This design comes from an exercise in tuning for small area, a short achievable clock period and few clock cycles per item on the open sky130 flow, not from production work. At most, simulation tests tie the RTL to the original design; equivalence was not proved.

==> trial 28 <==
## fmul_pipe
module fmul_pipe (
    input  logic        clk,
    input  logic        rst,
    input  logic        in_valid,
    output logic        in_ready,
    input  logic [31:0] in_a,
    input  logic [31:0] in_b,
    input  logic [1:0]  in_rm,
    input  logic [3:0]  in_tag,
    output logic        out_valid,
    input  logic        out_ready,
    output logic [31:0] out_res,
    output logic [4:0]  out_flags,
    output logic [3:0]  out_tag
);
export LEC_CHECK = 0
export ABC_AREA = 1
export CAP_MARGIN = 20
export CORE_MARGIN = 2
export CORE_UTILIZATION = 60
export SLEW_MARGIN = 20
create_clock -name core_clock -period 36.0 [get_ports {clk}]
standard.sh (not shown) runs the stock make flow with config.mk's settings and CLKGATE_MAP_FILE= SYNTH_SCRIPT=/design/flow/synth_recipe.tcl, a recipe that flattens the netlist after the stock synthesis.
==> flow/flow/run.sh <==
#!/bin/bash
# Own layout flow: the standard ORFS flow (standard.sh, unchanged synthesis), with
#  - after synthesis, flow/polarity.py moves inverters off full-adder inputs where that
#    removes inverters (a full adder is self-dual); registers are not touched;
#  - the ports buffered by a plain buffer instead of ORFS's default pick, a delay buffer;
#  - clock tree synthesis without dummy loads;
set -euo pipefail
cd "$(dirname "$0")/.."
MARGIN=$(cat flow/margin.txt)
export BUFFER_PORTS_ARGS="-buffer_cell sky130_fd_sc_hd__buf_2"
export SETUP_SLACK_MARGIN=$MARGIN
# Clock tree: ORFS's default arguments, without dummy loads.
export CTS_ARGS="-sink_clustering_enable -repair_clock_nets -dont_use_dummy_load"
RES="$PWD/orfs/results/sky130hd/fmul_pipe/base"
bash standard.sh "$RES/1_2_yosys.v" > flow_synth.log 2>&1
cp "$RES/1_2_yosys.v" 1_2_yosys.orig.v
python3 flow/polarity.py 1_2_yosys.orig.v "$RES/1_2_yosys.v" > flow_polarity.log 2>&1
bash standard.sh SETUP_SLACK_MARGIN=$MARGIN finish > flow_make.log 2>&1
Other scripts of this flow, unchanged in this note and not shown: flow/flow/margin.txt, flow/flow/polarity.py
==> inputs of trial 25, as changes to trial 28 <==
--- a/flow/design.v
+++ b/flow/design.v
@@ -81,14 +81,31 @@
         c = ci;
         for (int i = 0; i < 10; i++) begin
             s[i] = a[i] ^ c;
             c    = a[i] & c;
         end
         rinc10 = s;
     endfunction
+    function automatic logic [24:0] binc24(input logic [23:0] a, input logic ci);
+        logic [24:0] s;
+        logic [6:0]  bc;
+        logic c;
+        bc[0] = ci;
+        for (int k = 0; k < 6; k++)
+            bc[k+1] = bc[k] & (&a[4*k +: 4]);
+        for (int k = 0; k < 6; k++) begin
+            c = bc[k];
+            for (int i = 4 * k; i < 4 * k + 4; i++) begin
+                s[i] = a[i] ^ c;
+                c    = a[i] & c;
+            end
+        end
+        s[24] = bc[6];
+        binc24 = s;
+    endfunction
     function automatic logic [24:0] rinc24(input logic [23:0] a, input logic ci);
         logic [24:0] s;
         logic c;
         c = ci;
         for (int i = 0; i < 24; i++) begin
             s[i] = a[i] ^ c;
             c    = a[i] & c;
@@ -101,15 +118,15 @@
     logic [22:0] fa, fb;
     logic        a_sub, b_sub, a_fz, b_fz, a_emax, b_emax;
     logic [1:0]  kind_d;
     logic [23:0] ma, mb;
     logic [47:0] pr0, pr1, prod;
     logic [4:0]  lzx;
     logic [9:0]  tzp;
-    logic signed [9:0] ex, sft, thr, tt, ebase_d;
+    logic [9:0]  exs, thr, tt, ebase_d;
     logic [5:0]  t;
     logic        stx_d;
     logic [49:0] w32;
     logic [40:0] w16;
     logic [32:0] w8_d;
     always_comb begin
         {sa, ea, fa} = a0_q;
@@ -129,22 +146,27 @@
             kind_d = 2'd1;
         else
             kind_d = 2'd0;
         ma = {~a_sub, fa};
         mb = {~b_sub, fb};
         lzx = a_sub ? lzc24(ma) : (b_sub ? lzc24(mb) : 5'd0);
         tzp = radd10({5'd0, tzc24(ma)}, {5'd0, tzc24(mb)}, 1'b0);
-        ex  = radd10(radd10({2'b00, a_sub ? 8'd1 : ea}, {2'b00, b_sub ? 8'd1 : eb}, 1'b0),
-                     10'b1110000000, 1'b1);
-        ebase_d = radd10(ex, ~{5'd0, lzx}, 1'b1);
-        sft = ebase_d[9] ? ex : {5'd0, lzx};
-        thr   = radd10(radd10(tzp, sft, 1'b0), 10'h3EA, 1'b0);
+        exs = radd10({2'b00, a_sub ? 8'd1 : ea}, {2'b00, b_sub ? 8'd1 : eb}, 1'b0);
+        ebase_d = radd10(exs, {5'b11111, ~lzx}, 1'b0);
+        ebase_d = radd10(ebase_d, 10'h382, 1'b0);
+        if (ebase_d[9]) begin
+            tt    = radd10(10'd151, ~exs, 1'b1);
+            t     = (|tt[9:6]) ? 6'd63 : tt[5:0];
+            thr   = radd10(radd10(tzp, exs, 1'b0), 10'h36B, 1'b0);
+        end else begin
+            tt    = radd10(10'd24, {5'b11111, ~lzx}, 1'b1);
+            t     = tt[5:0];
+            thr   = radd10(radd10(tzp, {5'd0, lzx}, 1'b0), 10'h3EA, 1'b0);
+        end
         stx_d = thr[9];
-        tt = radd10(10'd24, ~sft, 1'b1);
-        t  = (|tt[9:6]) ? 6'd63 : tt[5:0];
         w32  = t[5] ? {32'd0, prod[47:30]} : {prod, 2'b00};
         w16  = t[4] ? {7'd0, w32[49:16]} : w32[40:0];
         w8_d = t[3] ? w16[40:8] : w16[32:0];
     end
     fmul_mul24 u_mul (.a(ma), .b(mb), .r0(pr0), .r1(pr1));
     fmul_add48 u_add (.a(pr0), .b(pr1), .y(prod));
     logic [32:0] w8_q;
@@ -193,15 +215,15 @@
         end
         case (rm1_q)
             2'd0:    inc = g & (st | mant[0]);
             2'd1:    inc = 1'b0;
             2'd2:    inc = ~s1_q & (g | st);
             default: inc = s1_q & (g | st);
         endcase
-        mant_r  = rinc24(mant, inc);
+        mant_r  = binc24(mant, inc);
         inexact = g | st;
         cy      = mant_r[24];
         e_pre  = rinc10(eb1_q, w[25]);
         e_pre1 = rinc10(e_pre, 1'b1);
         if (tiny)
             e_out = {7'd0, mant_r[23]};
         else
--- a/flow/flow/run.sh
+++ b/flow/flow/run.sh
@@ -5,14 +5,14 @@
 #  - the ports buffered by a plain buffer instead of ORFS's default pick, a delay buffer;
 #  - clock tree synthesis without dummy loads;
 set -euo pipefail
 cd "$(dirname "$0")/.."
 MARGIN=$(cat flow/margin.txt)
 export BUFFER_PORTS_ARGS="-buffer_cell sky130_fd_sc_hd__buf_2"
 export SETUP_SLACK_MARGIN=$MARGIN
-# Clock tree: ORFS's default arguments, without dummy loads.
-export CTS_ARGS="-sink_clustering_enable -repair_clock_nets -dont_use_dummy_load"
+# Clock tree: larger sink clusters than the default, without dummy loads.
+export CTS_ARGS="-sink_clustering_enable -sink_clustering_size 25 -sink_clustering_max_diameter 150 -repair_clock_nets -dont_use_dummy_load"
 RES="$PWD/orfs/results/sky130hd/fmul_pipe/base"
 bash standard.sh "$RES/1_2_yosys.v" > flow_synth.log 2>&1
 cp "$RES/1_2_yosys.v" 1_2_yosys.orig.v
 python3 flow/polarity.py 1_2_yosys.orig.v "$RES/1_2_yosys.v" > flow_polarity.log 2>&1
 bash standard.sh SETUP_SLACK_MARGIN=$MARGIN finish > flow_make.log 2>&1
==> impl_metrics.json <==
{
  "timing.rr.start": "a0_q[30]",
  "multi_input_cells": 2120,
  "clockBufferCount": 23,
  "die_w_um": 210,
  "gr-usage-met1_pct": 50.1,
  "clkCellAreaFrac_pct": 2.04,
  "status": "finished clean",
  "dieArea_mm2": 0.0440,
  "top_layer": "met5"
}
# the run above: trial 28

==> impl_metrics.json <==
{
  "dieArea_mm2": 0.0438,
  "crit_family": "flip-flops",
  "top_layer": "met4",
  "crit_arrival_ps": 1080,
  "multi_input_cells": 2116,
  "routedWlPerCell_um": 24.2,
  "die_w_um": 209,
  "final.period_utilization_pct": 23.0,
  "rsz0062_at_grt": "yes",
  "timing.rr.start": "b0_q[10]",
  "clockBufferCount": 12,
  "grt_pass1_wl_um": 124000,
  "clkCellAreaFrac_pct": 1.11,
  "status": "finished clean",
  "gr-usage-met1_pct": 47.0,
  "fill_cells": 3504
}
# the run above: trial 25

Testbench counts of trial 25, summed over its fixed seeds: cycles 32,024, items 32,000.
For trial 28, only the layout was checked, not whether the RTL still works.

re-timing with driven ports:
Ports are ideal in the flow. The routed layouts listed here were re-timed in OpenROAD.
Step 1 assumes that a clkbuf_16 drives the clock port and a buf_2 every other input.
Step 2, shift: input delay + t, output delay - t, t = (earliest + latest rising clock arrival at the registers) / 2. This alone moves slack from input paths to output paths.
Slacks: no drivers / after step 1 / after step 2; pairs: no drivers / after step 1.
run | t, ns | slack for setup (ns) | latest minus earliest clock arrival (ns) | worst slew at a driven data input, ns
trial 28 | 0.585 | 27.690 / 27.629 / 27.594 | 0.041 / 0.041 | 0.08
trial 25 | 0.543 | 27.721 / 27.662 / 27.596 | 0.032 / 0.032 | 0.06
After both steps setup and hold are still met in every run listed. The setup slack of trial 25, which loses most, moves by -0.059 ns with the drivers and by -0.125 ns with both steps.
